Background: an optimization exercise with open tools, aiming at small area, a short achievable clock period and few clock cycles per item. Do not read the settings as production practice. Function was checked by simulation only, so behaviour that the tests miss may differ from the original.

### constraint.sdc
create_clock -name core_clock -period 8.5 [get_ports {clk_i}]
set_input_delay 1.7000 -clock core_clock [delete_from_list [all_inputs] [get_ports {clk_i}]]
set_output_delay 1.7000 -clock core_clock [all_outputs]
set_load 0.01 [all_outputs]
### config.mk
export PLATFORM = sky130hd
export DESIGN_NAME = overlap_linear_blend_unit
export DESIGN_NICKNAME = overlap_linear_blend_unit
export VERILOG_FILES = /design/flow/design.v
export SDC_FILE = /design/flow/constraint.sdc
export NUM_CORES = 4
export LEC_CHECK = 0
export CAP_MARGIN = 20
export CORE_MARGIN = 2
export CORE_UTILIZATION = 40
export SLEW_MARGIN = 20
### design.v
`default_nettype none
package olb_pkg;
  localparam int unsigned MAX_IMAGE_WIDTH = 4096;
  localparam int unsigned COL_W  = 12;
  localparam int unsigned WID_W  = 13;
  localparam int unsigned PIX_W  = 8;
  localparam int unsigned CFG_W  = 13;
  localparam int unsigned IDX_W  = 2;
  localparam int unsigned NUM_CH = 3;                
  localparam int unsigned NUM_NODES = 10;
  localparam logic [NUM_NODES-1:0] CUT = 10'b10_1010_1011;
  localparam int unsigned DIV_STYLE = 0;
  localparam logic [IDX_W-1:0] CFG_OVERLAP_START = 2'd0;
  localparam logic [IDX_W-1:0] CFG_FIRST_WIDTH   = 2'd1;
  localparam logic [IDX_W-1:0] CFG_DARK_THRESH   = 2'd2;
  localparam logic [COL_W-1:0] START_RESET = '0;
  localparam logic [WID_W-1:0] WIDTH_RESET = WID_W'(MAX_IMAGE_WIDTH);
  localparam logic [PIX_W-1:0] DARK_RESET  = 8'd50;
endpackage
`default_nettype wire
`default_nettype none
module overlap_linear_blend_unit (
  input  wire                         clk_i,
  input  wire                         rst_ni,
  input  wire                         cfg_we_i,
  input  wire [olb_pkg::IDX_W-1:0]    cfg_idx_i,
  input  wire [olb_pkg::CFG_W-1:0]    cfg_data_i,
  input  wire                         in_valid_i,
  output logic                        in_stall_o,
  input  wire [olb_pkg::COL_W-1:0]    column_i,
  input  wire [olb_pkg::PIX_W-1:0]    first_blue_i,
  input  wire [olb_pkg::PIX_W-1:0]    first_green_i,
  input  wire [olb_pkg::PIX_W-1:0]    first_red_i,
  input  wire [olb_pkg::PIX_W-1:0]    warped_blue_i,
  input  wire [olb_pkg::PIX_W-1:0]    warped_green_i,
  input  wire [olb_pkg::PIX_W-1:0]    warped_red_i,
  output logic                        out_valid_o,
  input  wire                         out_stall_i,
  output logic [olb_pkg::PIX_W-1:0]   out_blue_o,
  output logic [olb_pkg::PIX_W-1:0]   out_green_o,
  output logic [olb_pkg::PIX_W-1:0]   out_red_o
);
  localparam int unsigned NCH = olb_pkg::NUM_CH;
  localparam int unsigned PW  = olb_pkg::PIX_W;
  localparam int unsigned WW  = olb_pkg::WID_W;
  localparam int unsigned CW  = olb_pkg::COL_W;
  localparam int unsigned NS  = olb_pkg::NUM_NODES;
  localparam logic [NS-1:0] CUT = olb_pkg::CUT | NS'(1);
  function automatic logic [WW:0] div_step(
    input logic [WW-1:0] r,
    input logic          l,
    input logic [WW-1:0] w
  );
    logic [WW:0] t, u;
    logic [WW+1:0] b;
    t = {r, l};
    if (olb_pkg::DIV_STYLE == 1) begin
      b[0] = 1'b0;
      for (int i = 0; i <= WW; i++) begin
        logic wi;
        wi = (i < WW) ? w[i] : 1'b0;
        u[i]   = t[i] ^ wi ^ b[i];
        b[i+1] = (!t[i] && (wi || b[i])) || (wi && b[i]);
      end
    end else begin
      {b[WW+1], u} = {1'b0, t} - {2'b0, w};
    end
    div_step = b[WW+1] ? {1'b0, t[WW-1:0]} : {1'b1, u[WW-1:0]};
  endfunction
  logic [CW-1:0] start_q;
  logic [WW-1:0] width_q;
  logic [PW-1:0] dark_q;
  always_ff @(posedge clk_i or negedge rst_ni) begin
    if (!rst_ni) begin
      start_q <= olb_pkg::START_RESET;
      width_q <= olb_pkg::WIDTH_RESET;
      dark_q  <= olb_pkg::DARK_RESET;
    end else if (cfg_we_i) begin
      case (cfg_idx_i)
        olb_pkg::CFG_OVERLAP_START: start_q <= cfg_data_i[CW-1:0];
        olb_pkg::CFG_FIRST_WIDTH:   width_q <= cfg_data_i[WW-1:0];
        olb_pkg::CFG_DARK_THRESH:   dark_q  <= cfg_data_i[PW-1:0];
        default: ;
      endcase
    end
  end
  logic en_q;
  logic skid_v_q;
  assign en_q       = !skid_v_q;
  assign in_stall_o = skid_v_q;
  logic              v_d [NS], v_q [NS], v_n [NS];
  logic [CW-1:0]     o_d [NS], o_q [NS], o_n [NS];
  logic [WW-1:0]     w_d [NS], w_q [NS], w_n [NS];
  logic [NCH*WW-1:0] r_d [NS], r_q [NS], r_n [NS];
  logic [NCH*PW-1:0] l_d [NS], l_q [NS], l_n [NS];
  logic [NCH*PW-1:0] a_d [NS], a_q [NS], a_n [NS];
  logic [NCH*PW-1:0] b_d [NS], b_q [NS], b_n [NS];
  logic [NCH-1:0]    s_d [NS], s_q [NS], s_n [NS];
  always_comb begin
    logic [CW:0]   col_s;
    logic [WW:0]   col_w;
    logic          before_start, past_width, is_dark, blend;
    logic [NCH*PW-1:0] f, x;
    f = {first_red_i, first_green_i, first_blue_i};
    x = {warped_red_i, warped_green_i, warped_blue_i};
    col_s = {1'b0, column_i} - {1'b0, start_q};
    col_w = {2'b0, column_i} - {1'b0, width_q};
    before_start = col_s[CW];
    past_width   = !col_w[WW];
    is_dark      = (warped_blue_i < dark_q) && (warped_green_i < dark_q) &&
                   (warped_red_i < dark_q);
    blend        = !before_start && !past_width && !is_dark;
    v_d[0] = in_valid_i && en_q;
    o_d[0] = blend ? col_s[CW-1:0] : '0;
    w_d[0] = blend ? width_q - {1'b0, start_q} : {WW{1'b1}};
    r_d[0] = '0;
    l_d[0] = '0;
    for (int c = 0; c < NCH; c++) begin
      logic [PW-1:0] fc, xc, e;
      logic [PW:0]   d;
      fc = f[c*PW +: PW];
      xc = x[c*PW +: PW];
      d  = {1'b0, xc} - {1'b0, fc};
      e  = fc - xc;
      s_d[0][c]          = d[PW];
      a_d[0][c*PW +: PW] = d[PW] ? e : d[PW-1:0];
      b_d[0][c*PW +: PW] = (!before_start && past_width) ? xc : fc;
    end
  end
  always_comb begin
    v_d[1] = v_n[0];
    o_d[1] = o_n[0];
    w_d[1] = w_n[0];
    a_d[1] = a_n[0];
    b_d[1] = b_n[0];
    s_d[1] = s_n[0];
    for (int c = 0; c < NCH; c++) begin
      logic [PW+CW-1:0] p;
      p = (PW+CW)'(a_n[0][c*PW +: PW]) * (PW+CW)'(o_n[0]);
      r_d[1][c*WW +: WW] = WW'(p[PW+CW-1:PW]);
      l_d[1][c*PW +: PW] = p[PW-1:0];
    end
  end
  for (genvar k = 0; k < PW; k++) begin : g_div
    always_comb begin
      v_d[k+2] = v_n[k+1];
      o_d[k+2] = o_n[k+1];
      w_d[k+2] = w_n[k+1];
      a_d[k+2] = a_n[k+1];
      b_d[k+2] = b_n[k+1];
      s_d[k+2] = s_n[k+1];
      for (int c = 0; c < NCH; c++) begin
        logic [WW:0]   step;
        logic [PW-1:0] l;
        l    = l_n[k+1][c*PW +: PW];
        step = div_step(r_n[k+1][c*WW +: WW], l[PW-1], w_n[k+1]);
        r_d[k+2][c*WW +: WW] = step[WW-1:0];
        l_d[k+2][c*PW +: PW] = {l[PW-2:0], step[WW]};
      end
    end
  end
  for (genvar n = 0; n < NS; n++) begin : g_node
    if (CUT[n]) begin : g_reg
      always_ff @(posedge clk_i or negedge rst_ni) begin
        if (!rst_ni)    v_q[n] <= 1'b0;
        else if (en_q)  v_q[n] <= v_d[n];
      end
      always_ff @(posedge clk_i) begin
        if (en_q) begin
          o_q[n] <= o_d[n];
          w_q[n] <= w_d[n];
          r_q[n] <= r_d[n];
          l_q[n] <= l_d[n];
          a_q[n] <= a_d[n];
          b_q[n] <= b_d[n];
          s_q[n] <= s_d[n];
        end
      end
      assign v_n[n] = v_q[n];
      assign o_n[n] = o_q[n];
      assign w_n[n] = w_q[n];
      assign r_n[n] = r_q[n];
      assign l_n[n] = l_q[n];
      assign a_n[n] = a_q[n];
      assign b_n[n] = b_q[n];
      assign s_n[n] = s_q[n];
    end else begin : g_wire
      assign v_n[n] = v_d[n];
      assign o_n[n] = o_d[n];
      assign w_n[n] = w_d[n];
      assign r_n[n] = r_d[n];
      assign l_n[n] = l_d[n];
      assign a_n[n] = a_d[n];
      assign b_n[n] = b_d[n];
      assign s_n[n] = s_d[n];
    end
  end
  logic [NCH*PW-1:0] res;
  logic              res_v;
  always_comb begin
    res_v = v_n[NS-1] && en_q;
    for (int c = 0; c < NCH; c++) begin
      logic [PW-1:0] q, bc;
      logic          sc, rz;
      q  = l_n[NS-1][c*PW +: PW];
      bc = b_n[NS-1][c*PW +: PW];
      sc = s_n[NS-1][c];
      rz = r_n[NS-1][c*WW +: WW] == '0;
      res[c*PW +: PW] = bc + (sc ? ~q : q) + PW'(sc && rz);
    end
  end
  logic              out_v_q;
  logic [NCH*PW-1:0] out_q, skid_q;
  logic              out_v_d, skid_v_d;
  logic              out_hold;
  assign out_hold = out_v_q && out_stall_i;
  always_comb begin
    skid_v_d = skid_v_q;
    out_v_d  = out_v_q;
    if (out_hold) begin
      if (res_v) skid_v_d = 1'b1;
    end else if (skid_v_q) begin
      out_v_d  = 1'b1;
      skid_v_d = res_v;
    end else begin
      out_v_d  = res_v;
    end
  end
  always_ff @(posedge clk_i or negedge rst_ni) begin
    if (!rst_ni) begin
      out_v_q  <= 1'b0;
      skid_v_q <= 1'b0;
    end else begin
      out_v_q  <= out_v_d;
      skid_v_q <= skid_v_d;
    end
  end
  always_ff @(posedge clk_i) begin
    if (!out_hold) begin
      out_q <= skid_v_q ? skid_q : res;
    end
    if (res_v && (out_hold || skid_v_q)) begin
      skid_q <= res;
    end
  end
  assign out_valid_o = out_v_q;
  assign out_blue_o  = out_q[0*PW +: PW];
  assign out_green_o = out_q[1*PW +: PW];
  assign out_red_o   = out_q[2*PW +: PW];
endmodule
`default_nettype wire
### run.sh
#!/bin/bash
# synth_recipe.tcl (not shown) runs the flow's synth.tcl, then flattens the netlist and writes it again
# the make line also repeats each setting of config.mk as NAME=value (left out here)
make -C /OpenROAD-flow-scripts/flow DESIGN_CONFIG=/design/flow/config.mk WORK_HOME=/design/flow/orfs CLKGATE_MAP_FILE= SYNTH_SCRIPT=/design/flow/synth_recipe.tcl finish
==> flow_metrics.py, run 1 <==
metrics = {
    "setup_path": {
        "regToRegStartpoint": "w_q[3][0]",
        "setup.reg_to_reg.worst_slack_ns": 1.68,
        "crit_type": "reg -> reg",
        "critPathSlowestCell": "nor3_2",
        "critPathCaptureType": "flop",
        "critical_path_buf_inv_count": 1,
        "crit_path_cell_trace": "ha_1 > inv_1 > fa_1 > a21o_1 > a21oi_1 > o21ai_0 > a31oi_1 > a21oi_1 > a41o_1 > nor3_2 > mux2i_1 > fa_1 > a21o_1 > a21oi_1 > o21ai_0 > o41ai_2 > o21ai_0 > o21a_1 > o21ai_0 > o311ai_4 > mux2_2",
        "crit_required_ns": 8.89,
        "path_delay_family": "compound AO/OA/AOI/OAI gates",
        "critical-path-max-stage-delay_ns": 0.71,
        "crit_fanout": 13,
        "critical_path_arrival_ns": 7.21,
        "critical-path-top-cell-by-count": "o21ai_0",
        "crit_path_start": "w_q[3][0]",
        "setup.worst_path.start_class": "flop",
    },
    "routing": {
        "final_antenna_net_count": 0,
        "detail_route.first_pass.iterations": 5,
        "detail_route.drc_violations": 0,
        "route.detailed.wl_per_inst_um": 18.1,
        "drt_wl_total_um": 117000,
        "drt-initial-drc-count": 2071,
        "post_drt_via_cell_ratio": 5.22,
        "dr_total_vias": 33800,
    },
    "logic_synthesis": {
        "synth_seq_cells": 664,
        "postSynthAreaPerCell_sq_um": 10.9,
        "share_of_the_synthesized_area_in_compound_gates_ao_oa_aoi_oai_pct": 10.3,
        "async_flop_share_pct": 6.17,
        "synth_sequential_area_ratio_pct": 39.0,
        "synth_simple_gate_area_share_pct": 11.3,
        "postSynthCellCount": 4654,
        "yosysWarnings": 25,
        "yosys.area_share.adder_pct": 22.2,
        "synth_mux_area_share_pct": 6.87,
        "synth_edf_count": 623,
        "synth_area_sq_um": 50600,
        "synth_cell_types": 82,
        "synth_top_family_by_area": "adder cells",
        "yosys.area_share.xor_xnor_pct": 5.85,
        "synth.net_count": 5503,
        "ys_dominant_reg_cell": "edfxtp_1",
    },
    "finish": {
        "nets": 5623,
        "final.fill_count": 11700,
        "area_growth_pct": 10.9,
        "antenna-diode-count": 0,
        "drive_above_1_share_pct": 8.98,
        "final_core_utilization_pct": 44.7,
    },
    "run": {
        "maxCapViolations": 0,
    },
    "cts": {
        "tritoncts_clock_tree": "yes",
        "cts_htree_levels": 3,
        "tritoncts.num_buffers": 73,
        "cts_post_setup_buffers_inserted": 0,
        "ctsResizeCount": 0,
        "worst_skew_pair.late_latency_ns": 0.65,
        "cts_hold_buf": 0,
        "clk_root_buffer_cell": "clkbuf_16",
        "path_clk_slew_ns": 0.07,
        "cts_sinks": 664,
        "clock_tree.buffer_depth": 3,
    },
    "timing": {
        "grt_setup_unrepaired": "no",
        "worstMarginPinSlew_ns": 1.01,
        "worst_clock_skew_ns": 0.0418,
        "finalCritPeriodShare_pct": 80.3,
        "period_needed_ns": 6.82,
        "finalSetupViolations": 0,
        "hold_viol_final": 0,
        "timing.max_slew.rel_slack_pct": 32.5,
        "totalNegativeSetupSlack_ns": 0,
        "report.final.slew_viol_count": 0,
        "fmax_mhz": 147,
    },
    "die": {
        "initial_core_util_pct": 40.3,
        "die_area_sq_um": 129000,
        "overall_die_width_um": 360,
        "dieHeight_um": 360,
        "rows": 130,
        "boundaryPins": 106,
        "area_of_the_core_sq_um": 126000,
    },
    "worst_hold_path": {
        "worstHoldStart": "b_q[3][2]",
        "class_of_the_worst_hold_path": "reg -> reg",
    },
    "global_routing": {
        "grt_pass1_vias": 34000,
        "globalRouteTotalUtil_pct": 18.2,
        "grt.overflow.total": 0,
        "grt_start_max_net_pins": 173,
        "grt_antenna_before_repair": 1,
        "first_pass_grt_wire_length_um": 187000,
    },
    "run_status": {
        "outcome": "timing/DRC/antenna clean",
    },
    "placement": {
        "place_hpwl_um": 90000,
        "placement.io_buffers": 105,
        "finalWeightedCongestion": 0.836,
    },
}
## registers in the layout, indices dropped and copies added, names as in the netlist
signal	cells
l_q	120
width_q	13
v_q	6
s_q	18
r_q	156
r_n	36
a_q	24
w_q	65
skid_q	24
o_q	12
dark_q	8
out_q	24
start_q	12
skid_v_q	1
out_v_q	1
b_q	144
## through the flow
step                hold slack, ns  worst slack, ns  cell area (sq um)  std cells
finish                       0.395             1.68              56100       6482
global route                 0.400             1.16              56100       6482
CTS                          0.399             1.68              56100       6479
detailed placement           0.405             1.72              53700       6346
global placement             0.401             1.75              53600       6346
floorplan                    0.400            0.373              50600       4654
## cell type report
class	count	area [sq um]	share of cell area, %
Multi-Input combinational cell	3398	28700	51.1
Sequential cell	664	19700	35.2
Tap cell	1650	2060	3.68
Clock buffer	90	1920	3.42
Inverter	498	1880	3.34
Timing Repair Buffer	139	1320	2.36
Clock inverter	43	518	0.923
## path summary, 6_finish.rpt
check,depth (start not counted),to
worst min register to register,0,b_q[5][2]
max in group asynchronous,2,v_q[7]
worst min-delay path,0,b_q[5][2]
min in group asynchronous,2,width_q[4]
worst max-delay path,21,r_q[5][5]
worst max register to register,21,r_q[5][5]
## cells in the mapped netlist (37+ instances only)
library cell	n	area (sq um)
ha_1	551	6890
o21a_1	59	443
nand2_1	288	1080
clkbuf_1	70	263
and2_1	250	1560
nor3_1	85	425
nor2b_1	56	350
edfxtp_1	623	18700
o21ai_0	148	741
dfrtp_1	37	926
inv_1	494	1850
mux2i_1	67	671
nor2_1	268	1010
nand3_1	65	325
mux2_2	239	2690
xor2_1	123	1080
xnor2_1	215	1880
a21oi_1	278	1390
nand2b_1	43	269
a21o_1	86	646
fa_1	218	4360
## routing by layer
layer	up-vias	track usage [%]	part of all wire (%)
met5	-	0	0
met4	0	4.68	2.4
met3	147	2.21	3.4
met2	624	31.0	48
met1	16400	24.6	47
li1	16700	-	-
## cells by family (layout without fill, tap and decap cells)
family	count (synthesis)	in the layout
flip-flops	664	664
AO/OA/AOI/OAI	818	818
buffers and inverters	592	770
XOR/XNOR	338	338
adder cells (fa/ha/maj)	769	769
multiplexers	314	314
AND/OR/NAND/NOR	1159	1159
## cell usage in the layout (no fill, tap or decap), drive strengths merged, types with 86 or more instances in the layout
| cell | count |
|---|---|
| edfxtp | 623 |
| ha | 551 |
| inv | 499 |
| nand2 | 288 |
| a21oi | 280 |
| nor2 | 268 |
| and2 | 251 |
| mux2 | 247 |
| fa | 218 |
| xnor2 | 215 |
| o21ai | 150 |
| xor2 | 123 |
| clkdlybuf4s50 | 104 |
| clkbuf | 92 |
| a21o | 86 |
| nor3 | 86 |
Testbench counts, summed over its fixed seeds: cycles 16,632, items 16,384.
==> run 2, diff against run 1 <==
--- a/config.mk
+++ b/config.mk
@@ -7,2 +7,3 @@
 export LEC_CHECK = 0
+export ABC_AREA = 1
 export CAP_MARGIN = 20
@@ -10,2 +11,3 @@
 export CORE_UTILIZATION = 40
+export SETUP_SLACK_MARGIN = 4
 export SLEW_MARGIN = 20
==> flow_metrics.py, run 2 <==
metrics = {
    "run_status": {
        "outcome": "timing/DRC/antenna clean",
    },
    "cts": {
        "tritoncts.num_buffers": 75,
        "cts_sinks": 664,
        "cts_hold_buf": 0,
        "clk_root_buffer_cell": "clkbuf_16",
        "tritoncts_clock_tree": "yes",
        "worst_skew_pair.late_latency_ns": 0.68,
        "path_clk_slew_ns": 0.06,
        "cts_htree_levels": 3,
        "clock_tree.buffer_depth": 3,
    },
    "global_routing": {
        "grt_antenna_before_repair": 0,
        "grt_start_max_net_pins": 193,
        "globalRouteTotalUtil_pct": 20.8,
        "grt_pass1_vias": 43400,
        "grt.overflow.total": 0,
        "first_pass_grt_wire_length_um": 235000,
    },
    "setup_path": {
        "reg2reg_to": "r_n[1][24]",
        "setup.reg_to_reg.worst_slack_ns": 4.19,
        "critical_path_buf_inv_count": 4,
        "crit_cells": 18,
        "regToRegStartpoint": "a_q[0][10]",
        "crit_required_ns": 8.89,
        "critPathCaptureType": "flop",
        "crit_path_cell_trace": "buf_4 > nand2_1 > inv_1 > fa_1 > fa_1 > fa_1 > inv_1 > fa_1 > inv_1 > ha_1 > a21oi_1 > o21ai_0 > nor2_1 > o21ai_2 > nand3_1 > nand2_1 > nand2_1 > nand2_1",
        "critical_path_arrival_ns": 4.70,
        "critPathSlowestCell": "fa_1",
        "crit_end": "r_n[1][24]",
        "path_delay_family": "adder cells",
        "critical-path-max-stage-delay_ns": 0.50,
        "r2r_cells": 18,
        "crit_fanout": 7,
        "crit_type": "reg -> reg",
        "setup.worst_path.start_class": "flop",
        "crit_path_start": "a_q[0][10]",
    },
    "routing": {
        "drt-initial-drc-count": 3133,
        "route.detailed.wl_per_inst_um": 16.5,
        "detail_route.drc_violations": 0,
        "final_antenna_net_count": 0,
        "detail_route.first_pass.iterations": 5,
        "post_drt_via_cell_ratio": 4.95,
        "dr_total_vias": 44800,
        "drt_wl_total_um": 149000,
    },
    "timing": {
        "timing.max_slew.rel_slack_pct": 27.9,
        "hold_viol_final": 0,
        "finalSetupViolations": 0,
        "report.final.slew_viol_count": 0,
        "finalCritPeriodShare_pct": 50.7,
        "period_needed_ns": 4.31,
        "grt_setup_unrepaired": "yes",
        "fmax_mhz": 232,
        "worst_clock_skew_ns": 0.0478,
        "worstMarginPinSlew_ns": 1.08,
        "totalNegativeSetupSlack_ns": 0,
    },
    "logic_synthesis": {
        "synth_area_sq_um": 56300,
        "yosys.area.top_type": "edfxtp_1",
        "synth_seq_cells": 664,
        "synth_edf_count": 623,
        "postSynthAreaPerCell_sq_um": 8.15,
        "ys_dominant_reg_cell": "edfxtp_1",
        "async_flop_share_pct": 6.17,
        "synth_cell_types": 53,
        "synth.area.top_cells": "edfxtp_1 (33%), nand2_1 (14%), ha_1 (12%)",
        "synth.net_count": 7759,
        "post-synth-top-area-fraction_pct": 33.2,
        "synth.top_cells.by_count": "nand2_1 (2,132), inv_1 (1,135), edfxtp_1 (623)",
        "postSynthCellCount": 6910,
        "yosysWarnings": 25,
        "yosysMostFrequentCell": "nand2_1",
        "synth_sequential_area_ratio_pct": 35.0,
    },
    "die": {
        "rows": 137,
        "area_of_the_core_sq_um": 140000,
        "dieHeight_um": 379,
        "initial_core_util_pct": 40.3,
        "die_area_sq_um": 144000,
        "overall_die_width_um": 379,
        "boundaryPins": 106,
    },
    "finish": {
        "final_core_utilization_pct": 45.3,
        "mostFrequentLayoutCells": "nand2_1 (2,132), inv_1 (1,102), edfxtp_1 (623)",
        "largest_reg_flops": 156,
        "nets": 7972,
        "final.fill_count": 13600,
        "most_flops_register": "r_q",
        "area_growth_pct": 12.4,
        "final_common_cell": "nand2_1",
        "seq_area_sq_um": 19700,
        "drive_above_1_share_pct": 7.34,
        "final_design_area_no_fill_sq_um": 63300,
        "antenna-diode-count": 0,
        "fin_cells": 9059,
        "largest_registers": "r_q: 156 flops, b_q: 144 flops, l_q: 120 flops",
        "multiInputGateArea_sq_um": 31700,
    },
    "placement": {
        "post_dp_cell_area_sq_um": 59200,
        "place_hpwl_um": 116000,
        "placed_cells_incl_taps": 8782,
        "placement.io_buffers": 105,
        "finalWeightedCongestion": 0.919,
    },
    "run": {
        "maxCapViolations": 0,
    },
    "worst_hold_path": {
        "class_of_the_worst_hold_path": "reg -> reg",
        "min_delay_path_depth": 0,
    },
}
==> run 2: layer usage <==
layer  vias to the layer above  global-route usage, %  share of wire (%)
li1                      22600                      -                  -
met1                     21000                   27.3                 45
met2                       929                   35.5                 48
met3                       214                   2.54                4.1
met4                         0                   6.67                3.3
met5                         -                      0                  0
==> run 2: repair_timing <==
item	4_1_cts	5_1_grt
gates resized for setup	7	116
setup endpoints to repair	49	191
gates cloned	0	3
endpoints found under the hold margin	0	0
setup buffers	34	103
pin swaps	0	8
==> run 2: layout make-up <==
cell class	count	area share (%)
Sequential cell	664	31.2
Clock inverter	50	0.925
Inverter	1159	7.09
Multi-Input combinational cell	4958	50.1
Timing Repair inverter	2	0.0198
Timing Repair Buffer	263	3.92
Clock buffer	87	3.07
Tap cell	1876	3.71
==> run 2: kinds of logic (layout without fill, tap and decap cells) <==
logic type,Yosys count,count (layout),share of synthesized area (%)
xor gates and xnor gates,339,339,5.27
and+or+nand+nor,3208,3208,24.3
buffers and inverters,1288,1561,9.01
adders and majority gates,769,769,20.0
DFF,664,664,35.0
AOI/OAI and AO/OA,642,642,6.37
==> run 2: worst reg2reg max path, delay by kind of cell (launching register included) <==
kind | cells | cell delay (ns)
buffers and inverters | 4 | 0.35
DFF | 1 | 0.45
adders and majority gates | 5 | 2.31
AOI/OAI and AO/OA | 3 | 0.42
and+or+nand+nor | 6 | 0.51
==> run 2: worst min path at each step <==
stage / from / end / slack [ns]
global route: b_q[0][6] / b_q[1][6] / 0.41
floorplan: b_q[0][0] / b_q[1][0] / 0.40
detailed placement: b_q[0][22] / b_q[1][22] / 0.40
global placement: b_q[3][21] / b_q[5][21] / 0.40
CTS: b_q[7][3] / b_q[9][3] / 0.40
finish: l_q[1][21] / l_q[3][23] / 0.40
==> run 2: metrics by stage <==
step | hold slack, ns | worst slack [ns]
after floorplan | 0.400 | 4.24
after global placement | 0.401 | 3.72
after detailed placement | 0.405 | 3.68
after CTS | 0.401 | 4.00
after global routing | 0.411 | 3.90
final | 0.396 | 4.19
==> run 3, diff against run 2 <==
--- a/design.v
+++ b/design.v
@@ -10,3 +10,3 @@
   localparam int unsigned NUM_NODES = 10;
-  localparam logic [NUM_NODES-1:0] CUT = 10'b10_1010_1011;
+  localparam logic [NUM_NODES-1:0] CUT = 10'b01_0101_0111;
   localparam int unsigned DIV_STYLE = 0;
@@ -47,3 +47,13 @@
   localparam int unsigned NS  = olb_pkg::NUM_NODES;
+  localparam int unsigned PPW = PW + CW;       
   localparam logic [NS-1:0] CUT = olb_pkg::CUT | NS'(1);
+  function automatic logic [2*PPW-1:0] csa(
+    input logic [PPW-1:0] x,
+    input logic [PPW-1:0] y,
+    input logic [PPW-1:0] z
+  );
+    logic [PPW-1:0] mj;
+    mj  = (x & y) | (x & z) | (y & z);
+    csa = {mj[PPW-2:0], 1'b0, x ^ y ^ z};
+  endfunction
   function automatic logic [WW:0] div_step(
@@ -98,2 +108,4 @@
   logic [NCH-1:0]    s_d [NS], s_q [NS], s_n [NS];
+  logic [NCH*PPW-1:0] ps_d [NS], ps_q [NS], ps_n [NS];
+  logic [NCH*PPW-1:0] pc_d [NS], pc_q [NS], pc_n [NS];
   always_comb begin
@@ -117,2 +129,4 @@
     l_d[0] = '0;
+    ps_d[0] = '0;
+    pc_d[0] = '0;
     for (int c = 0; c < NCH; c++) begin
@@ -136,7 +150,18 @@
     s_d[1] = s_n[0];
+    r_d[1] = '0;
+    l_d[1] = '0;
     for (int c = 0; c < NCH; c++) begin
-      logic [PW+CW-1:0] p;
-      p = (PW+CW)'(a_n[0][c*PW +: PW]) * (PW+CW)'(o_n[0]);
-      r_d[1][c*WW +: WW] = WW'(p[PW+CW-1:PW]);
-      l_d[1][c*PW +: PW] = p[PW-1:0];
+      logic [PPW-1:0] pp [PW];
+      logic [2*PPW-1:0] t0, t1, t2, t3, t4, t5;
+      for (int i = 0; i < PW; i++) begin
+        pp[i] = a_n[0][c*PW + i] ? ({{PW{1'b0}}, o_n[0]} << i) : '0;
+      end
+      t0 = csa(pp[0], pp[1], pp[2]);
+      t1 = csa(pp[3], pp[4], pp[5]);
+      t2 = csa(t0[PPW-1:0], t0[2*PPW-1:PPW], t1[PPW-1:0]);
+      t3 = csa(t1[2*PPW-1:PPW], pp[6], pp[7]);
+      t4 = csa(t2[PPW-1:0], t2[2*PPW-1:PPW], t3[PPW-1:0]);
+      t5 = csa(t4[PPW-1:0], t4[2*PPW-1:PPW], t3[2*PPW-1:PPW]);
+      ps_d[1][c*PPW +: PPW] = t5[PPW-1:0];
+      pc_d[1][c*PPW +: PPW] = t5[2*PPW-1:PPW];
     end
@@ -151,7 +176,18 @@
       s_d[k+2] = s_n[k+1];
+      ps_d[k+2] = '0;
+      pc_d[k+2] = '0;
       for (int c = 0; c < NCH; c++) begin
         logic [WW:0]   step;
+        logic [WW-1:0] r;
         logic [PW-1:0] l;
-        l    = l_n[k+1][c*PW +: PW];
-        step = div_step(r_n[k+1][c*WW +: WW], l[PW-1], w_n[k+1]);
+        logic [PPW-1:0] p;
+        if (k == 0) begin
+          p = ps_n[1][c*PPW +: PPW] + pc_n[1][c*PPW +: PPW];
+          r = WW'(p[PPW-1:PW]);
+          l = p[PW-1:0];
+        end else begin
+          r = r_n[k+1][c*WW +: WW];
+          l = l_n[k+1][c*PW +: PW];
+        end
+        step = div_step(r, l[PW-1], w_n[k+1]);
         r_d[k+2][c*WW +: WW] = step[WW-1:0];
@@ -176,2 +212,4 @@
           s_q[n] <= s_d[n];
+          ps_q[n] <= ps_d[n];
+          pc_q[n] <= pc_d[n];
         end
@@ -186,2 +224,4 @@
       assign s_n[n] = s_q[n];
+      assign ps_n[n] = ps_q[n];
+      assign pc_n[n] = pc_q[n];
     end else begin : g_wire
@@ -195,2 +235,4 @@
       assign s_n[n] = s_d[n];
+      assign ps_n[n] = ps_d[n];
+      assign pc_n[n] = pc_d[n];
     end
--- a/config.mk
+++ b/config.mk
@@ -11,3 +11,3 @@
 export CORE_UTILIZATION = 40
-export SETUP_SLACK_MARGIN = 4
+export SETUP_SLACK_MARGIN = 4.5
 export SLEW_MARGIN = 20
==> flow_metrics.py, run 3 <==
metrics = {
    "die": {
        "area_of_the_core_sq_um": 134000,
        "rows": 134,
        "boundaryPins": 106,
        "overall_die_width_um": 371,
        "dieHeight_um": 371,
        "initial_core_util_pct": 40.3,
        "die_area_sq_um": 138000,
    },
    "timing": {
        "worstMarginPinSlew_ns": 1.17,
        "hold_viol_final": 0,
        "worst_clock_skew_ns": 0.0593,
        "finalCritPeriodShare_pct": 48.3,
        "report.final.slew_viol_count": 0,
        "totalNegativeSetupSlack_ns": 0,
        "finalWorstSetupSlack_ns": 4.39,
        "finalSetupViolations": 0,
        "fmax_mhz": 244,
        "grt_setup_unrepaired": "yes",
        "period_needed_ns": 4.11,
        "timing.max_slew.rel_slack_pct": 22.0,
    },
    "logic_synthesis": {
        "ys_dominant_reg_cell": "edfxtp_1",
        "synth.top_cells.by_count": "nand2_1 (1,568), inv_1 (985), edfxtp_1 (678)",
        "synth_edf_count": 678,
        "post-synth-top-area-fraction_pct": 37.8,
        "synth.net_count": 6863,
        "postSynthAreaPerCell_sq_um": 8.92,
        "yosysMostFrequentCell": "nand2_1",
        "postSynthCellCount": 6038,
        "synth_area_sq_um": 53900,
        "yosysWarnings": 34,
        "synth_seq_cells": 719,
        "async_flop_share_pct": 5.70,
        "synth_sequential_area_ratio_pct": 39.7,
        "synth_cell_types": 58,
        "synth.area.top_cells": "edfxtp_1 (38%), ha_1 (12%), nand2_1 (11%)",
        "yosys.area.top_type": "edfxtp_1",
    },
    "setup_path": {
        "crit_path_cell_trace": "buf_6 > ha_4 > fa_2 > nand3_2 > a21oi_2 > nand3_1 > nor2_1 > nand3b_1 > nor3_2 > nand4_1 > nand2_1 > nand2_2 > fa_2 > fa_2 > o21ai_4 > a21oi_2 > o21ai_1 > xor2_1 > nand2_1 > nand2_1",
        "crit_required_ns": 9.07,
        "critPathCaptureType": "flop",
        "critical-path-max-stage-delay_ns": 0.52,
        "setup.worst_path.start_class": "flop",
        "crit_fanout": 3,
        "path_delay_family": "adder cells",
        "crit_type": "reg -> reg",
        "critPathSlowestCell": "fa_2",
        "critical_path_buf_inv_count": 1,
        "critical_path_arrival_ns": 4.67,
    },
    "routing": {
        "final_antenna_net_count": 0,
        "highest_layer": "met4",
        "wl_met2_um": 69500,
        "detail_route.drc_violations": 0,
        "route.layer.met1.wl_um": 64100,
        "post_drt_via_cell_ratio": 5.05,
        "wl_met3_um": 5070,
        "route.detailed.wl_per_inst_um": 17.3,
        "detail_route.first_pass.iterations": 5,
        "dr_total_vias": 41900,
        "drt_wl_total_um": 144000,
        "drt-initial-drc-count": 3068,
    },
    "cts": {
        "tritoncts.num_buffers": 78,
        "cts_sinks": 719,
        "cts_htree_levels": 3,
        "clk_root_buffer_cell": "clkbuf_16",
        "clock_tree.buffer_depth": 3,
        "worst_skew_pair.late_latency_ns": 0.71,
        "cts_hold_buf": 0,
        "tritoncts_clock_tree": "yes",
        "path_clk_slew_ns": 0.06,
    },
    "global_routing": {
        "globalRouteTotalUtil_pct": 20.3,
        "grt.overflow.total": 0,
        "grt_pass1_vias": 40300,
        "grt_antenna_before_repair": 1,
        "grt_start_max_net_pins": 199,
        "first_pass_grt_wire_length_um": 220000,
    },
    "finish": {
        "largest_registers": "r_q: 156 flops, b_q: 144 flops, l_q: 96 flops",
        "mostFrequentLayoutCells": "nand2_1 (1,521), inv_1 (933), edfxtp_1 (678)",
        "drive_above_1_share_pct": 14.6,
        "most_flops_register": "r_q",
        "largest_reg_flops": 156,
        "area_growth_pct": 19.8,
        "final_common_cell": "nand2_1",
        "final.fill_count": 12400,
        "nets": 7284,
    },
    "worst_hold_path": {
        "class_of_the_worst_hold_path": "reg -> reg",
    },
    "run": {
        "maxCapViolations": 0,
    },
    "run_status": {
        "outcome": "timing/DRC/antenna clean",
    },
    "placement": {
        "placement.io_buffers": 105,
        "finalWeightedCongestion": 0.901,
        "place_hpwl_um": 105000,
        "place_ws_ns": 3.14,
    },
}
[run 3: routing by layer]
layer | global-route usage [%] | vias to the layer above
met1 | 26.7 | 20000
li1 | - | 20700
met5 | 0 | -
met4 | 6.37 | 0
met3 | 2.48 | 260
met2 | 34.7 | 883
[run 3: final timing paths]
check / startpoint / end / slack (ns) / depth (start not counted)
setup / recovery: w_q[8][0] / out_q[6] / 4.39 / 20
hold / removal: ps_q[1][2] / l_q[2][3] / 0.40 / 0
hold reg to reg: ps_q[1][2] / l_q[2][3] / 0.40 / 0
min in group asynchronous: rst_ni / width_q[9] / 1.13 / 2
max in group asynchronous: rst_ni / width_q[3] / 6.94 / 2
setup reg to reg: w_q[8][0] / out_q[6] / 4.39 / 20
[run 3: per-stage QoR]
stage / utilization, % / area [sq um] / hold slack [ns] / instances
2_1_floorplan: - / 53900 / 0.400 / 6038
3_3_place_gp: 42.5 / 56800 / 0.401 / 7821
3_5_place_dp: 42.5 / 56800 / 0.405 / 7821
4_1_cts: 45.8 / 61200 / 0.398 / 8095
5_1_grt: 48.3 / 64500 / 0.408 / 8291
6_report: 48.3 / 64500 / 0.404 / 8292
[run 3: area by class of cell]
cell class,count,area (sq um),share of cell area (%)
diodes,2,5.00,0.00775
clock buffers,93,2070,3.21
clock inverters,50,621,0.962
inverters,1007,4030,6.24
multi-input cells,4217,30400,47.1
flip-flops and latches,719,21400,33.1
well taps,1768,2210,3.43
repair buffers,425,3740,5.79
repair inverters,11,85.1,0.132
[run 3: logic make-up after synthesis]
logic type / synth area share, %
DFF: 39.7
AOI/OAI and AO/OA: 8.88
and+or+nand+nor: 17.6
muxes: 0.0557
adders and majority gates: 20.5
xor gates and xnor gates: 5.20
buffers and inverters: 8.11
[run 3: what timing repair did]
item,4_1_cts,5_1_grt
buffers inserted,116,175
gates cloned,15,18
pin swaps,36,138
endpoints found under the setup margin,187,214
gates resized for setup,168,397
Testbench counts of run 3, summed over its fixed seeds: cycles 16,632, items 16,384.
==> run 4, diff against run 3 <==
--- a/design.v
+++ b/design.v
@@ -96,6 +96,6 @@
   end
-  logic en_q;
-  logic skid_v_q;
-  assign en_q       = !skid_v_q;
-  assign in_stall_o = skid_v_q;
+  logic en_q;     
+  logic out_v_q;
+  assign en_q       = !(out_v_q && out_stall_i);
+  assign in_stall_o = !en_q;
   logic              v_d [NS], v_q [NS], v_n [NS];
@@ -242,3 +242,3 @@
   always_comb begin
-    res_v = v_n[NS-1] && en_q;
+    res_v = v_n[NS-1];
     for (int c = 0; c < NCH; c++) begin
@@ -253,35 +253,9 @@
   end
-  logic              out_v_q;
-  logic [NCH*PW-1:0] out_q, skid_q;
-  logic              out_v_d, skid_v_d;
-  logic              out_hold;
-  assign out_hold = out_v_q && out_stall_i;
-  always_comb begin
-    skid_v_d = skid_v_q;
-    out_v_d  = out_v_q;
-    if (out_hold) begin
-      if (res_v) skid_v_d = 1'b1;
-    end else if (skid_v_q) begin
-      out_v_d  = 1'b1;
-      skid_v_d = res_v;
-    end else begin
-      out_v_d  = res_v;
-    end
-  end
+  logic [NCH*PW-1:0] out_q;
   always_ff @(posedge clk_i or negedge rst_ni) begin
-    if (!rst_ni) begin
-      out_v_q  <= 1'b0;
-      skid_v_q <= 1'b0;
-    end else begin
-      out_v_q  <= out_v_d;
-      skid_v_q <= skid_v_d;
-    end
+    if (!rst_ni)    out_v_q <= 1'b0;
+    else if (en_q)  out_v_q <= res_v;
   end
   always_ff @(posedge clk_i) begin
-    if (!out_hold) begin
-      out_q <= skid_v_q ? skid_q : res;
-    end
-    if (res_v && (out_hold || skid_v_q)) begin
-      skid_q <= res;
-    end
+    if (en_q) out_q <= res;
   end
--- a/config.mk
+++ b/config.mk
@@ -13 +13,2 @@
 export SLEW_MARGIN = 20
+export TNS_END_PERCENT = 0
==> flow_metrics.py, run 4 <==
metrics = {
    "run_status": {
        "outcome": "timing/DRC/antenna clean",
    },
    "logic_synthesis": {
        "synth.net_count": 6733,
        "synth.area.top_cells": "edfxtp_1 (37%), ha_1 (12%), nand2_1 (11%)",
        "yosysMostFrequentCell": "nand2_1",
        "yosysWarnings": 34,
        "synth_sequential_area_ratio_pct": 39.1,
        "postSynthCellCount": 5908,
        "post-synth-top-area-fraction_pct": 37.2,
        "ys_dominant_reg_cell": "edfxtp_1",
        "synth_cell_types": 62,
        "synth_edf_count": 654,
        "async_flop_share_pct": 5.76,
        "synth.top_cells.by_count": "nand2_1 (1,516), inv_1 (972), edfxtp_1 (654)",
        "yosys.area.top_type": "edfxtp_1",
        "synth_seq_cells": 694,
        "synth_area_sq_um": 52800,
        "postSynthAreaPerCell_sq_um": 8.94,
    },
    "setup_path": {
        "setup.worst_path.start_class": "primary input",
        "critical_path_buf_inv_count": 3,
        "crit_type": "in -> out",
        "crit_required_ns": 6.80,
        "critPathCaptureType": "primary output",
        "critical-path-max-stage-delay_ns": 0.30,
        "crit_fanout": 6,
        "reg2reg_to": "r_q[4][0]",
        "crit_path_cell_trace": "buf_6 > nand2_8 > inv_2 > dlygate4sd2_1",
        "crit_path_start": "out_stall_i",
        "critPathSlowestCell": "dlygate4sd2_1",
        "critical_path_arrival_ns": 2.35,
        "setup.reg_to_reg.worst_slack_ns": 4.49,
        "regToRegStartpoint": "w_q[2][5]",
        "r2r_cells": 21,
        "path_delay_family": "buffers and inverters",
    },
    "cts": {
        "cts_htree_levels": 3,
        "cts_sinks": 694,
        "tritoncts.num_buffers": 78,
        "clock_tree.buffer_depth": 3,
        "tritoncts_clock_tree": "yes",
        "clk_root_buffer_cell": "clkbuf_16",
        "path_clk_slew_ns": 0.06,
        "cts_hold_buf": 0,
        "worst_skew_pair.late_latency_ns": 0.70,
    },
    "timing": {
        "period_needed_ns": 4.05,
        "finalCritPeriodShare_pct": 47.6,
        "final.hold.worst_slack_ns": 0.400,
        "worstMarginPinSlew_ns": 1.16,
        "report.final.slew_viol_count": 0,
        "hold_viol_final": 0,
        "grt_setup_unrepaired": "yes",
        "worst_clock_skew_ns": 0.0490,
        "timing.max_slew.rel_slack_pct": 22.8,
        "finalSetupViolations": 0,
        "fmax_mhz": 247,
        "totalNegativeSetupSlack_ns": 0,
    },
    "finish": {
        "nets": 7026,
        "final.fill_count": 12400,
        "mostFrequentLayoutCells": "nand2_1 (1,498), inv_1 (937), edfxtp_1 (654)",
        "drive_above_1_share_pct": 9.67,
        "final_common_cell": "nand2_1",
        "multiInputGateArea_sq_um": 28700,
        "most_flops_register": "r_q",
        "seq_area_sq_um": 20600,
        "largest_reg_flops": 156,
        "largest_registers": "r_q: 156 flops, b_q: 144 flops, l_q: 96 flops",
        "area_growth_pct": 15.4,
    },
    "global_routing": {
        "grt_antenna_before_repair": 3,
        "first_pass_grt_wire_length_um": 214000,
        "globalRouteTotalUtil_pct": 20.1,
        "grt_pass1_vias": 39700,
        "grt_start_max_net_pins": 175,
        "grt.overflow.total": 0,
    },
    "routing": {
        "final_antenna_net_count": 0,
        "post_drt_via_cell_ratio": 5.00,
        "route.detailed.wl_per_inst_um": 17.2,
        "detail_route.drc_violations": 0,
        "drt_wl_total_um": 138000,
        "drt-initial-drc-count": 2509,
        "detail_route.first_pass.iterations": 6,
        "dr_total_vias": 40100,
    },
    "die": {
        "area_of_the_core_sq_um": 131000,
        "rows": 133,
        "die_area_sq_um": 135000,
        "overall_die_width_um": 367,
        "initial_core_util_pct": 40.2,
        "boundaryPins": 106,
        "dieHeight_um": 367,
    },
    "worst_hold_path": {
        "min_delay_path_depth": 0,
        "class_of_the_worst_hold_path": "reg -> reg",
        "min_to": "b_q[6][14]",
        "worstHoldStart": "b_q[4][14]",
    },
    "placement": {
        "place_hpwl_um": 104000,
        "finalWeightedCongestion": 0.941,
        "placement.io_buffers": 105,
    },
    "run": {
        "maxCapViolations": 0,
    },
}
[run 4: kinds of logic after synthesis]
family | count (synthesis) | synth area share, %
compound gates | 863 | 9.09
mux | 3 | 0.0569
fa+ha+maj | 745 | 20.9
simple gates | 2189 | 17.4
xor+xnor | 320 | 5.31
buf+inv | 1094 | 8.17
flops | 694 | 39.1
[run 4: final cells by class]
cell class / instances / area share (%)
antenna: 1 / 0.00411
clock buffer: 90 / 3.31
clock inverter: 44 / 1.04
inverter: 992 / 6.45
multi-input combinational: 4133 / 47.2
sequential: 694 / 33.9
tap: 1755 / 3.60
timing repair buffer: 300 / 4.54
timing repair inverter: 2 / 0.0226
[run 4: worst max path at each step]
stage            endpoint  slack, ns  cells after the start
6_report       in_stall_o       4.45                      4
5_1_grt         r_q[4][0]       4.23                     20
4_1_cts        r_q[2][26]       4.40                     21
3_5_place_dp   in_stall_o       3.06                      4
3_3_place_gp   in_stall_o       3.09                      4
2_1_floorplan  in_stall_o       2.02                      2
[run 4: repair_timing]
| action | 4_1_cts | 5_1_grt |
|---|---|---|
| pin swaps | 20 | 63 |
| setup endpoints to repair | 318 | 208 |
| buffers inserted | 72 | 104 |
| cloned | 8 | 7 |
| resized for setup | 101 | 177 |
[run 4: routing by layer]
| layer | part of all wire (%) | track usage (%) | up-vias |
|---|---|---|---|
| met4 | 3.3 | 6.51 | 0 |
| met3 | 4.0 | 2.44 | 234 |
| met1 | 44 | 25.9 | 19000 |
| li1 | - | - | 20000 |
| met2 | 49 | 34.9 | 814 |
| met5 | 0 | 0 | - |
[run 4: stage by stage]
stage	util, %	cells	area, sq um	setup slack, ns
2_1_floorplan	-	5908	52800	2.02
3_3_place_gp	42.4	7684	55600	3.09
3_5_place_dp	42.4	7684	55600	3.06
4_1_cts	45.2	7898	59300	4.40
5_1_grt	46.4	8010	60900	4.23
6_report	46.4	8011	60900	4.45
Testbench counts of run 4, summed over its fixed seeds: cycles 16,632, items 16,384.
==> run 5, diff against run 4 <==
--- a/config.mk
+++ b/config.mk
@@ -11,3 +11,3 @@
 export CORE_UTILIZATION = 40
-export SETUP_SLACK_MARGIN = 4.5
+export SETUP_SLACK_MARGIN = 4.7
 export SLEW_MARGIN = 20
==> flow_metrics.py, run 5 <==
metrics = {
    "logic_synthesis": {
        "yosysWarnings": 34,
        "yosysMostFrequentCell": "nand2_1",
        "postSynthAreaPerCell_sq_um": 8.94,
        "synth.top_cells.by_count": "nand2_1 (1,516), inv_1 (972), edfxtp_1 (654)",
        "synth.area.top_cells": "edfxtp_1 (37%), ha_1 (12%), nand2_1 (11%)",
        "post-synth-top-area-fraction_pct": 37.2,
        "synth_seq_cells": 694,
        "synth_cell_types": 62,
        "yosys.area.top_type": "edfxtp_1",
        "postSynthCellCount": 5908,
        "synth.net_count": 6733,
        "synth_edf_count": 654,
        "synth_sequential_area_ratio_pct": 39.1,
        "ys_dominant_reg_cell": "edfxtp_1",
        "async_flop_share_pct": 5.76,
        "synth_area_sq_um": 52800,
    },
    "die": {
        "rows": 133,
        "dieHeight_um": 367,
        "boundaryPins": 106,
        "initial_core_util_pct": 40.2,
        "die_area_sq_um": 135000,
        "area_of_the_core_sq_um": 131000,
        "overall_die_width_um": 367,
    },
    "routing": {
        "detail_route.drc_violations": 0,
        "final_antenna_net_count": 0,
        "drt_wl_total_um": 139000,
        "post_drt_via_cell_ratio": 5.02,
        "drt-initial-drc-count": 2513,
        "dr_total_vias": 40400,
        "route.detailed.wl_per_inst_um": 17.2,
        "detail_route.first_pass.iterations": 5,
    },
    "finish": {
        "area_growth_pct": 16.8,
        "largest_reg_flops": 156,
        "most_flops_register": "r_q",
        "fin_cells": 8052,
        "largest_registers": "r_q: 156 flops, b_q: 144 flops, l_q: 96 flops",
        "drive_above_1_share_pct": 11.3,
        "antenna-diode-count": 0,
        "final_core_utilization_pct": 47.0,
        "nets": 7068,
        "mostFrequentLayoutCells": "nand2_1 (1,489), inv_1 (933), edfxtp_1 (654)",
        "final_common_cell": "nand2_1",
    },
    "cts": {
        "clk_root_buffer_cell": "clkbuf_16",
        "cts_htree_levels": 3,
        "tritoncts.num_buffers": 78,
        "worst_skew_pair.late_latency_ns": 0.70,
        "path_clk_slew_ns": 0.06,
        "tritoncts_clock_tree": "yes",
        "cts_sinks": 694,
        "clock_tree.buffer_depth": 3,
    },
    "global_routing": {
        "top_usage_layer": "met2",
        "grt_antenna_before_repair": 3,
        "globalRouteMet2Util_pct": 35.1,
        "grt_pass1_vias": 39900,
        "grt_start_max_net_pins": 175,
        "globalRouteMet3Util_pct": 2.43,
        "grt_use_met1_pct": 25.9,
        "globalRouteTotalUtil_pct": 20.1,
        "first_pass_grt_wire_length_um": 215000,
        "grt.overflow.total": 0,
    },
    "timing": {
        "worstMarginPinSlew_ns": 1.17,
        "worst_clock_skew_ns": 0.0479,
        "hold_viol_final": 0,
        "period_needed_ns": 4.02,
        "finalWorstSetupSlack_ns": 4.48,
        "report.final.slew_viol_count": 0,
        "grt_setup_unrepaired": "yes",
        "totalNegativeSetupSlack_ns": 0,
        "finalCritPeriodShare_pct": 47.3,
        "timing.max_slew.rel_slack_pct": 22.0,
        "finalSetupViolations": 0,
        "fmax_mhz": 249,
        "final.hold.worst_slack_ns": 0.400,
    },
    "setup_path": {
        "crit_required_ns": 6.80,
        "regToRegStartpoint": "w_q[2][9]",
        "r2r_cells": 17,
        "crit_fanout": 6,
        "critPathCaptureType": "primary output",
        "critical-path-max-stage-delay_ns": 0.27,
        "critical_path_arrival_ns": 2.32,
        "critPathSlowestCell": "clkdlybuf4s15_1",
        "path_delay_family": "buffers and inverters",
        "crit_type": "in -> out",
        "reg2reg_to": "r_q[4][0]",
        "setup.reg_to_reg.worst_slack_ns": 4.53,
        "setup.worst_path.start_class": "primary input",
        "crit_path_cell_trace": "buf_6 > nand2_8 > inv_2 > clkdlybuf4s15_1",
        "critical_path_buf_inv_count": 3,
    },
    "placement": {
        "placement.io_buffers": 105,
        "place_hpwl_um": 104000,
        "finalWeightedCongestion": 0.941,
        "placed_cells_incl_taps": 7684,
        "place_ws_ns": 3.06,
    },
    "worst_hold_path": {
        "min_delay_path_depth": 0,
        "class_of_the_worst_hold_path": "reg -> reg",
        "worstHoldStart": "b_q[4][14]",
        "min_to": "b_q[6][14]",
    },
    "run": {
        "maxCapViolations": 0,
    },
    "run_status": {
        "outcome": "timing/DRC/antenna clean",
    },
}
[run 5: cell counts after synthesis]
No cell type changed its count.
[run 5: stage by stage]
stage / instance area, sq um
after global routing: 61700
after detailed placement: 55600
after global placement: 55600
after floorplan: 52800
after CTS: 59500
final: 61700
[run 5: worst reg2reg max path, stage by stage, from the launching register on]
cell	delay (ns)
edfxtp_1	0.47
clkinvlp_4	0.24
ha_1	0.39
a21o_1	0.19
o21bai_2	0.20
a21oi_1	0.23
nand2_4	0.13
buf_4	0.18
a21oi_1	0.39
ha_1	0.38
nand2_1	0.08
nor2_1	0.05
nand3_1	0.08
nand4_1	0.15
nand2_2	0.17
nand4_4	0.19
nand2_1	0.10
o21ai_0	0.11
[run 5: cells by family after synthesis]
kind of cell	after synthesis	synth area share, %
buffers and inverters	1094	8.17
AO/OA/AOI/OAI	863	9.09
XOR/XNOR	320	5.31
flip-flops	694	39.1
multiplexers	3	0.0569
AND/OR/NAND/NOR	2189	17.4
adder cells (fa/ha/maj)	745	20.9
[run 5: worst max-delay path by stage]
| stage | from | endpoint | slack, ns | cells after the start |
|---|---|---|---|---|
| floorplan | out_stall_i | in_stall_o | 2.02 | 2 |
| global placement | out_stall_i | in_stall_o | 3.09 | 4 |
| detailed placement | out_stall_i | in_stall_o | 3.06 | 4 |
| CTS | w_q[2][8] | r_q[4][0] | 4.44 | 19 |
| global route | w_q[6][10] | r_q[8][5] | 4.31 | 22 |
| finish | out_stall_i | in_stall_o | 4.48 | 4 |
[run 5: layout make-up]
class / count / area, sq um
clock buffers: 90 / 2020
clock inverters: 44 / 632
fillers: 12300 / 69600
inverters: 992 / 3950
multi-input cells: 4134 / 29100
flip-flops and latches: 694 / 20600
well taps: 1755 / 2200
repair buffers: 341 / 3140
repair inverters: 2 / 13.8
[run 5: repair_timing]
item / in CTS / in global routing
hold buffers: 0 / 0
gates resized for setup: 121 / 250
endpoints found under the hold margin: 0 / 0
pin swaps: 31 / 89
cloned: 8 / 8
endpoints found under the setup margin: 344 / 314
buffers inserted: 84 / 133
[run 5: metal layers]
metal / vias to the layer above / wire, um
met1: 19200 / 60500
met4: 0 / 4730
met2: 833 / 67900
met5: - / 0
li1: 20100 / -
met3: 241 / 5530
==> run 6, diff against run 5 <==
--- a/design.v
+++ b/design.v
@@ -61,19 +61,9 @@
     input logic          l,
-    input logic [WW-1:0] w
+    input logic [WW-1:0] nw
   );
-    logic [WW:0] t, u;
-    logic [WW+1:0] b;
+    logic [WW:0]   t;
+    logic [WW+1:0] u;
     t = {r, l};
-    if (olb_pkg::DIV_STYLE == 1) begin
-      b[0] = 1'b0;
-      for (int i = 0; i <= WW; i++) begin
-        logic wi;
-        wi = (i < WW) ? w[i] : 1'b0;
-        u[i]   = t[i] ^ wi ^ b[i];
-        b[i+1] = (!t[i] && (wi || b[i])) || (wi && b[i]);
-      end
-    end else begin
-      {b[WW+1], u} = {1'b0, t} - {2'b0, w};
-    end
-    div_step = b[WW+1] ? {1'b0, t[WW-1:0]} : {1'b1, u[WW-1:0]};
+    u = {1'b0, t} - {2'b0, ~nw};              
+    div_step = u[WW+1] ? {1'b0, t[WW-1:0]} : {1'b1, u[WW-1:0]};
   endfunction
@@ -96,6 +86,6 @@
   end
-  logic en_q;     
-  logic out_v_q;
-  assign en_q       = !(out_v_q && out_stall_i);
-  assign in_stall_o = !en_q;
+  logic en_q;
+  logic skid_v_q;
+  assign en_q       = !skid_v_q;
+  assign in_stall_o = skid_v_q;
   logic              v_d [NS], v_q [NS], v_n [NS];
@@ -108,2 +98,3 @@
   logic [NCH-1:0]    s_d [NS], s_q [NS], s_n [NS];
+  logic [NCH-1:0]    z_d [NS], z_q [NS], z_n [NS];    
   logic [NCH*PPW-1:0] ps_d [NS], ps_q [NS], ps_n [NS];
@@ -126,3 +117,3 @@
     o_d[0] = blend ? col_s[CW-1:0] : '0;
-    w_d[0] = blend ? width_q - {1'b0, start_q} : {WW{1'b1}};
+    w_d[0] = blend ? ~(width_q - {1'b0, start_q}) : '0;    
     r_d[0] = '0;
@@ -130,2 +121,3 @@
     ps_d[0] = '0;
+    z_d[0]  = '0;
     pc_d[0] = '0;
@@ -150,2 +142,3 @@
     s_d[1] = s_n[0];
+    z_d[1] = '0;
     r_d[1] = '0;
@@ -178,2 +171,3 @@
       pc_d[k+2] = '0;
+      z_d[k+2]  = '0;
       for (int c = 0; c < NCH; c++) begin
@@ -192,2 +186,5 @@
         step = div_step(r, l[PW-1], w_n[k+1]);
+        if (k == PW - 1) begin
+          z_d[k+2][c] = step[WW] ? ({r, l[PW-1]} == {1'b0, ~w_n[k+1]}) : ({r, l[PW-1]} == '0);
+        end
         r_d[k+2][c*WW +: WW] = step[WW-1:0];
@@ -212,2 +209,3 @@
           s_q[n] <= s_d[n];
+          z_q[n] <= z_d[n];
           ps_q[n] <= ps_d[n];
@@ -224,2 +222,3 @@
       assign s_n[n] = s_q[n];
+      assign z_n[n] = z_q[n];
       assign ps_n[n] = ps_q[n];
@@ -235,2 +234,3 @@
       assign s_n[n] = s_d[n];
+      assign z_n[n] = z_d[n];
       assign ps_n[n] = ps_d[n];
@@ -242,6 +242,6 @@
   always_comb begin
-    res_v = v_n[NS-1];
+    res_v = v_n[NS-1] && en_q;
     for (int c = 0; c < NCH; c++) begin
       logic [PW-1:0] q, bc;
-      logic          sc, rz;
+      logic          sc;
       q  = l_n[NS-1][c*PW +: PW];
@@ -249,13 +249,38 @@
       sc = s_n[NS-1][c];
-      rz = r_n[NS-1][c*WW +: WW] == '0;
-      res[c*PW +: PW] = bc + (sc ? ~q : q) + PW'(sc && rz);
-    end
-  end
-  logic [NCH*PW-1:0] out_q;
+      res[c*PW +: PW] = bc + (sc ? ~q : q) + PW'(sc && z_n[NS-1][c]);
+    end
+  end
+  logic              out_v_q;
+  logic [NCH*PW-1:0] out_q, skid_q;
+  logic              out_v_d, skid_v_d;
+  logic              out_hold;
+  assign out_hold = out_v_q && out_stall_i;
+  always_comb begin
+    skid_v_d = skid_v_q;
+    out_v_d  = out_v_q;
+    if (out_hold) begin
+      if (res_v) skid_v_d = 1'b1;
+    end else if (skid_v_q) begin
+      out_v_d  = 1'b1;
+      skid_v_d = res_v;
+    end else begin
+      out_v_d  = res_v;
+    end
+  end
   always_ff @(posedge clk_i or negedge rst_ni) begin
-    if (!rst_ni)    out_v_q <= 1'b0;
-    else if (en_q)  out_v_q <= res_v;
+    if (!rst_ni) begin
+      out_v_q  <= 1'b0;
+      skid_v_q <= 1'b0;
+    end else begin
+      out_v_q  <= out_v_d;
+      skid_v_q <= skid_v_d;
+    end
   end
   always_ff @(posedge clk_i) begin
-    if (en_q) out_q <= res;
+    if (!out_hold) begin
+      out_q <= skid_v_q ? skid_q : res;
+    end
+    if (res_v && (out_hold || skid_v_q)) begin
+      skid_q <= res;
+    end
   end
--- a/config.mk
+++ b/config.mk
@@ -11,3 +11,3 @@
 export CORE_UTILIZATION = 40
-export SETUP_SLACK_MARGIN = 4.7
+export SETUP_SLACK_MARGIN = 5
 export SLEW_MARGIN = 20
==> flow_metrics.py, run 6 <==
metrics = {
    "routing": {
        "drt_wl_total_um": 156000,
        "dr_total_vias": 45300,
        "route.detailed.wl_per_inst_um": 17.3,
        "detail_route.first_pass.iterations": 6,
        "drt-initial-drc-count": 3220,
        "final_antenna_net_count": 0,
        "post_drt_via_cell_ratio": 5.00,
        "detail_route.drc_violations": 0,
    },
    "timing": {
        "worstMarginPinSlew_ns": 0.979,
        "finalSetupViolations": 0,
        "report.final.slew_viol_count": 0,
        "fmax_mhz": 275,
        "totalNegativeSetupSlack_ns": 0,
        "finalCritPeriodShare_pct": 42.8,
        "timing.max_slew.rel_slack_pct": 34.7,
        "final.hold.worst_slack_ns": 0.395,
        "hold_viol_final": 0,
        "period_needed_ns": 3.64,
        "grt_setup_unrepaired": "yes",
        "worst_clock_skew_ns": 0.0539,
    },
    "cts": {
        "cts_htree_levels": 3,
        "tritoncts_clock_tree": "yes",
        "cts_sinks": 719,
        "clock_tree.buffer_depth": 3,
        "tritoncts.num_buffers": 81,
        "clk_root_buffer_cell": "clkbuf_16",
        "path_clk_slew_ns": 0.06,
        "worst_skew_pair.late_latency_ns": 0.72,
        "cts_hold_buf": 0,
    },
    "setup_path": {
        "crit_path_start": "w_q[6][5]",
        "critical_path_buf_inv_count": 5,
        "critical-path-top-cell-by-count": "nand2_1",
        "critPathCaptureType": "flop",
        "path_delay_family": "simple AND/OR/NAND/NOR gates",
        "regToRegStartpoint": "w_q[6][5]",
        "critical-path-max-stage-delay_ns": 0.33,
        "setup.worst_path.start_class": "flop",
        "critPathSlowestCell": "buf_4",
        "critical_path_arrival_ns": 4.10,
        "crit_path_cell_trace": "buf_4 > ha_4 > nand2_1 > inv_1 > nand2_1 > nand3_2 > nand2_4 > nand2_8 > buf_4 > o21ai_2 > ha_4 > nand3_1 > nand3_2 > nand3_1 > nand3_1 > nand2_2 > inv_2 > nor2_8 > nand2_8 > buf_6 > nand2_1 > nand2_1",
        "crit_type": "reg -> reg",
        "crit_fanout": 10,
        "crit_required_ns": 8.96,
    },
    "die": {
        "rows": 137,
        "area_of_the_core_sq_um": 140000,
        "overall_die_width_um": 379,
        "die_area_sq_um": 144000,
        "initial_core_util_pct": 40.4,
        "dieHeight_um": 379,
        "boundaryPins": 106,
    },
    "finish": {
        "multiInputGateArea_sq_um": 32900,
        "final_design_area_no_fill_sq_um": 67500,
        "seq_area_sq_um": 21400,
        "largest_registers": "r_q: 156 flops, b_q: 144 flops, l_q: 96 flops",
        "final_core_utilization_pct": 48.3,
        "drive_above_1_share_pct": 13.5,
        "most_flops_register": "r_q",
        "area_growth_pct": 19.7,
        "final_common_cell": "nand2_1",
        "mostFrequentLayoutCells": "nand2_1 (1,909), inv_1 (1,145), edfxtp_1 (678)",
        "largest_reg_flops": 156,
        "final.fill_count": 13200,
        "nets": 7948,
    },
    "logic_synthesis": {
        "synth_sequential_area_ratio_pct": 37.9,
        "post-synth-top-area-fraction_pct": 36.1,
        "synth_edf_count": 678,
        "yosysMostFrequentCell": "nand2_1",
        "yosys.area.top_type": "edfxtp_1",
        "synth_seq_cells": 719,
        "synth.net_count": 7566,
        "yosysWarnings": 37,
        "synth_cell_types": 47,
        "postSynthAreaPerCell_sq_um": 8.37,
        "synth_area_sq_um": 56400,
        "async_flop_share_pct": 5.70,
        "synth.top_cells.by_count": "nand2_1 (2,024), inv_1 (1,168), edfxtp_1 (678)",
        "synth.area.top_cells": "edfxtp_1 (36%), nand2_1 (13%), ha_1 (12%)",
        "postSynthCellCount": 6735,
        "ys_dominant_reg_cell": "edfxtp_1",
    },
    "global_routing": {
        "grt_start_max_net_pins": 151,
        "globalRouteTotalUtil_pct": 21.2,
        "grt_antenna_before_repair": 4,
        "grt_pass1_vias": 43900,
        "grt.overflow.total": 0,
        "first_pass_grt_wire_length_um": 238000,
    },
    "worst_hold_path": {
        "class_of_the_worst_hold_path": "reg -> reg",
        "worstHoldStart": "l_q[6][18]",
    },
    "placement": {
        "placement.io_buffers": 105,
        "finalWeightedCongestion": 0.934,
        "place_hpwl_um": 114000,
        "post_dp_cell_area_sq_um": 59300,
    },
    "run": {
        "maxCapViolations": 0,
    },
    "run_status": {
        "outcome": "timing/DRC/antenna clean",
    },
}
## run 6: final cells by class
cell class	instances	area share (%)
Antenna cell	2	0.00742
Clock inverter	48	0.957
Timing Repair Buffer	398	5.28
Clock buffer	101	3.13
Inverter	1183	6.69
Timing Repair inverter	2	0.0222
Sequential cell	719	31.7
Tap cell	1876	3.48
Multi-Input combinational cell	4732	48.7
## run 6: worst paths after layout
| path | end | cells past startpoint | slack [ns] |
|---|---|---|---|
| max | r_q[8][8] | 22 | 4.86 |
| min | l_q[8][20] | 0 | 0.39 |
| max reg2reg | r_q[8][8] | 22 | 4.86 |
| min reg2reg | l_q[8][20] | 0 | 0.39 |
| max in group asynchronous | skid_v_q | 2 | 6.92 |
| min in group asynchronous | width_q[10] | 2 | 1.09 |
## run 6: timing repair
item,in CTS,in global routing
gates cloned,2,16
setup buffers,143,126
pin swaps,21,132
resized for setup,133,451
endpoints found under the setup margin,237,281
## run 6: metrics by stage
step,std cells,worst slack (ns)
CTS,8914,4.79
floorplan,6735,4.71
detailed placement,8620,3.90
finish,9061,4.86
global placement,8620,3.90
global route,9059,4.73
## run 6: metal layers
| metal | track usage (%) | wire (um) | part of all wire (%) |
|---|---|---|---|
| met1 | 27.1 | 67900 | 43 |
| met2 | 36.7 | 75600 | 48 |
| met3 | 2.73 | 6760 | 4.3 |
| met4 | 7.20 | 6180 | 3.9 |
| met5 | 0 | 27 | 0.017 |
## run 6: cells by family after synthesis
family / after synthesis / share of synthesized area, %
compound gates: 631 / 6.22
xor+xnor: 258 / 4.01
fa+ha+maj: 751 / 19.7
buf+inv: 1300 / 9.03
flops: 719 / 37.9
simple gates: 3076 / 23.1
Testbench counts of run 6, summed over its fixed seeds: cycles 16,632, items 16,384.

separate check: timing with driven ports:
The flow's constraints put no driver on any port. The routed layouts listed below were extracted and timed again, unchanged, in two steps. Step 1 sets driving cells, clkbuf_16 on the clock port and buf_2 on the other inputs (assumed; they add their load-dependent delay and slew). Step 2, shift: input delay + t, output delay - t, t = (earliest + latest rising clock arrival at the registers) / 2. This alone moves slack from input paths to output paths. a / b / c = ideal / step 1 / step 2; a / b = the first two.
run	t (ns)	setup WS [ns]	worst slew at a driven data input, ns
run 1	0.707	1.678 / 1.678 / 1.678	0.06
run 2	0.728	4.190 / 4.190 / 3.767	0.07
run 3	0.758	4.394 / 4.394 / 4.002	0.07
run 4	0.748	4.451 / 4.412 / 3.824	0.07
run 5	0.747	4.478 / 4.440 / 3.951	0.07
run 6	0.766	4.860 / 4.786 / 4.223	0.06
After both steps every run listed still meets setup and hold. The setup slack of run 6, which loses most, moves by -0.074 ns with the drivers and by -0.637 ns with both steps.
